Background: an optimization exercise with open tools, aiming at small area, a short achievable clock period and few clock cycles. Do not read the settings as production practice. In this exercise RTL edits were held to simulation tests only and were not proved equivalent to the original. No activity file was given, so power comes from the tool's default toggle rates.

try-willow:
Design matrix_saddle_point_count, start of the top module:
module matrix_saddle_point_count #(
  parameter int MAX_ROWS = 8,
  parameter int MAX_COLS = 8
) (
  input  logic                              clk_i,
  input  logic                              rst_ni,
  input  logic                              elem_valid_i,
  output logic                              elem_ready_o,
  input  logic signed [msp_pkg::DATA_W-1:0] elem_value_i,
  output logic                              count_valid_o,
  input  logic                              count_ready_i,
  output logic [msp_pkg::COUNT_W-1:0]       count_o,
  input  logic                              cfg_we_i,
  input  logic [msp_pkg::CFG_IDX_W-1:0]     cfg_idx_i,
  input  logic [msp_pkg::CFG_W-1:0]         cfg_data_i
);
For scale: roughly 1800 cells after synthesis, roughly 710 flip-flops, roughly 55 I/O pins, about 27000 µm² of cells after synthesis.
export LEC_CHECK = 0
export CAP_MARGIN = 20
export CORE_MARGIN = 2
export CORE_UTILIZATION = 35
export CTS_CLUSTER_DIAMETER = 80
export CTS_CLUSTER_SIZE = 30
export PLACE_DENSITY = 0.5
export SETUP_SLACK_MARGIN = 5
export SLEW_MARGIN = 20
export SYNTH_MEMORY_MAX_BITS = 16384
create_clock -name core_clock -period 8.0 [get_ports {clk_i}]
standard.sh (not shown) runs the stock make flow with config.mk's settings and CLKGATE_MAP_FILE= SYNTH_SCRIPT=/design/flow/synth_recipe.tcl, a recipe that flattens the netlist after the stock synthesis.
==> flow/flow/run.sh <==
#!/bin/bash
set -euo pipefail
sed -e 's/SETUP_SLACK_MARGIN=[0-9.]*/SETUP_SLACK_MARGIN=5.35/' standard.sh > standard_tight.sh
bash standard_tight.sh > standard.log 2>&1
Testbench counts of try-willow, summed over its fixed seeds: cycles 3,948.
Here is what was changed in the inputs of try-amber compared with try-willow.
==> flow/flow/run.sh <==
#!/bin/bash
set -euo pipefail
sed -e 's/SETUP_SLACK_MARGIN=[0-9.]*/SETUP_SLACK_MARGIN=5.4/' standard.sh > standard_tight.sh
bash standard_tight.sh > standard.log 2>&1
==> comparison <==
Across both runs, power per unit of standard cell area was higher for try-amber than for try-willow. try-amber and try-willow ended up with nearly the same worst-skew pair later-pin latency. Total power delta (try-amber − try-willow): unfavourable. Average wire per standard cell | try-amber below try-willow. Status: routed via count divided by cell count parity (try-willow, try-amber). try-willow → try-amber: worst hold-check slack picked up an extra 0.0066 ns, via count shows an increase of 100.
The inputs of try-zinc differ from those of try-amber as listed below.
- SLEW_MARGIN changed from 20 to 0
- CAP_MARGIN changed from 20 to 0
==> flow/flow/run.sh <==
#!/bin/bash
set -euo pipefail
sed -e 's/SETUP_SLACK_MARGIN=[0-9.]*/SETUP_SLACK_MARGIN=5.3/' standard.sh > standard_tight.sh
bash standard_tight.sh > standard.log 2>&1
Notes after the runs:
Diff try-amber -> try-zinc | internal cell power | down by a few percent
try-zinc has summed area of non-filler cells in the final layout below what try-amber had.
There was hardly any difference in routed length per instance between try-amber and try-zinc.
try-amber was routed with more vias than try-zinc.
Modified inputs, try-garnet compared to try-zinc
- SLEW_MARGIN now 20, was 0
- CAP_MARGIN now 20, was 0
- PLACE_DENSITY now 0.4, was 0.5
## What came out
try-zinc → try-garnet: cell count after placement now smaller, setup slack of the worst register-to-register path dropped 0.06 ns, finished layout cell area grew by about 2%. try-garnet: relative contribution of combinational cells to total power is 0.3 points higher than what try-zinc reported.

========
matrix_saddle_point_count, a different RTL version from the one above (not shown whole).
For scale: roughly 1900 cells after synthesis, roughly 710 flip-flops, roughly 55 I/O pins, ~29000 sq um of cells after synthesis.
make LEC_CHECK=0 CAP_MARGIN=20 CORE_MARGIN=2 CORE_UTILIZATION=35 CTS_CLUSTER_DIAMETER=80 CTS_CLUSTER_SIZE=30 PLACE_DENSITY=0.5 SETUP_SLACK_MARGIN=5 SLEW_MARGIN=20 SYNTH_MEMORY_MAX_BITS=16384 finish   # period 8.0 ns
run.sh (not shown) runs the stock make flow with config.mk's settings and CLKGATE_MAP_FILE= SYNTH_SCRIPT=/design/flow/synth_recipe.tcl, a recipe that flattens the netlist after the stock synthesis.
Stock flow here: none of the scripts above is used.
Testbench counts at the start, summed over its fixed seeds: cycles 3,948.
Change:
==> flow/flow/run.sh (new file) <==
#!/bin/bash
set -euo pipefail
sed -e 's/SETUP_SLACK_MARGIN=[0-9.]*/SETUP_SLACK_MARGIN=5.5/' standard.sh > standard_tight.sh
bash standard_tight.sh > standard.log 2>&1
==> flow/standard.sh (new file) <==
#!/bin/bash
# synth_recipe.tcl (not shown) runs the flow's synth.tcl, then flattens the netlist and writes it again
# the make line also repeats each setting of config.mk as NAME=value (left out here)
make -C /OpenROAD-flow-scripts/flow DESIGN_CONFIG=/design/flow/config.mk WORK_HOME=/design/flow/orfs CLKGATE_MAP_FILE= SYNTH_SCRIPT=/design/flow/synth_recipe.tcl "${@:-finish}"
Settings changed: CTS_CLUSTER_DIAMETER 80 to default, CTS_CLUSTER_SIZE 30 to default.
removed: flow/run.sh
=> The changed run completed without violations; wire length went up by 7.5%; fmax went up by 11%; final area went up by 8.1%; worst setup slack improves by 0.29 ns; via count went up by 4.6%; clock-buffer cell count went up by 60; power went up by 18%.
Change:
==> flow/flow/run.sh (replaced) <==
#!/bin/bash
set -euo pipefail
sed -e 's/SETUP_SLACK_MARGIN=[0-9.]*/SETUP_SLACK_MARGIN=5.3/' standard.sh > standard_tight.sh
bash standard_tight.sh > standard.log 2>&1
Settings changed: CORE_UTILIZATION 35 to 55, CTS_CLUSTER_DIAMETER from default to 80, CTS_CLUSTER_SIZE from default to 30, PLACE_DENSITY 0.5 to 0.65.
=> Core utilization increases by 20 points; via count decreases by 2.8%; register-to-register slack gets worse by 0.08 ns; die area decreases by 36%; setup slack gets worse by 0.032 ns; maximum frequency decreases by 1.1%; synthesized cell count is unchanged; flip-flop and latch count is unchanged; wire length decreases by about 14%.
Change:
==> flow/flow/run.sh (replaced) <==
#!/bin/bash
set -euo pipefail
sed -e 's/SETUP_SLACK_MARGIN=[0-9.]*/SETUP_SLACK_MARGIN=5.5/' standard.sh > standard_tight.sh
bash standard_tight.sh > standard.log 2>&1
Settings changed: CORE_UTILIZATION 55 to 35, PLACE_DENSITY 0.65 to 0.5.
Result:
- worst setup slack gets better by 0.046 ns
- power grows by a few percent
- hold slack gets worse by 0.037 ns
- fmax grows slightly
Change:
==> flow/flow/run.sh (replaced) <==
#!/bin/bash
set -euo pipefail
sed -e 's/SETUP_SLACK_MARGIN=[0-9.]*/SETUP_SLACK_MARGIN=5.3/' standard.sh > standard_tight.sh
bash standard_tight.sh > standard.log 2>&1
The changed run finished clean. Die area stays the same. Global-route usage drops by 0.53 points. Routed wire length drops by 1.7%. Setup slack is worse by 0.098 ns. Clock-buffer cell count drops by 2. Hold slack is better by 0.015 ns. Synthesized cell count does not change. Clock skew climbs by 0.0065 ns. Utilization drops by 0.52 points. Non-clock buffer count drops by 16.

==> afterwards: timing with drivers on the ports <==
Ports are ideal in the flow. The routed layouts listed here were re-timed in OpenROAD. Step 1 assumes that a clkbuf_16 drives the clock port and a buf_2 every other input. Step 2, shift: input delay + t, output delay - t, t = (earliest + latest rising clock arrival at the registers) / 2. This alone moves slack from input paths to output paths. Three values: no drivers, after step 1, after step 2; two values: the first two.
| run | shift t [ns] | slack for setup (ns) | hold WS [ns] | worst slew at a driven data input, ns |
|---|---|---|---|---|
| try-willow | 0.643 | 5.279 / 5.221 / 4.852 | 0.332 / 0.332 / 0.332 | 0.05 |
| try-amber | 0.655 | 5.284 / 5.221 / 4.834 | 0.339 / 0.339 / 0.339 | 0.05 |
| try-zinc | 0.637 | 5.302 / 5.244 / 4.798 | 0.335 / 0.335 / 0.335 | 0.04 |
| try-garnet | 0.676 | 5.253 / 5.185 / 4.765 | 0.338 / 0.338 / 0.338 | 0.05 |
| the first run of note 2 | 0.667 | 4.965 / 4.965 / 4.536 | 0.341 / 0.341 / 0.341 | 0.05 |
| the second run of note 2 | 0.683 | 5.254 / 5.191 / 4.905 | 0.327 / 0.327 / 0.327 | 0.07 |
| the third run of note 2 | 0.696 | 5.222 / 5.166 / 4.773 | 0.370 / 0.370 / 0.370 | 0.04 |
| the fourth run of note 2 | 0.669 | 5.269 / 5.210 / 5.020 | 0.333 / 0.333 / 0.333 | 0.07 |
| the fifth run of note 2 | 0.666 | 5.170 / 5.170 / 4.801 | 0.348 / 0.348 / 0.348 | 0.05 |
After both steps setup and hold are still met in every run listed. The setup slack of try-zinc, which loses most, moves by -0.058 ns with the drivers and by -0.504 ns with both steps.
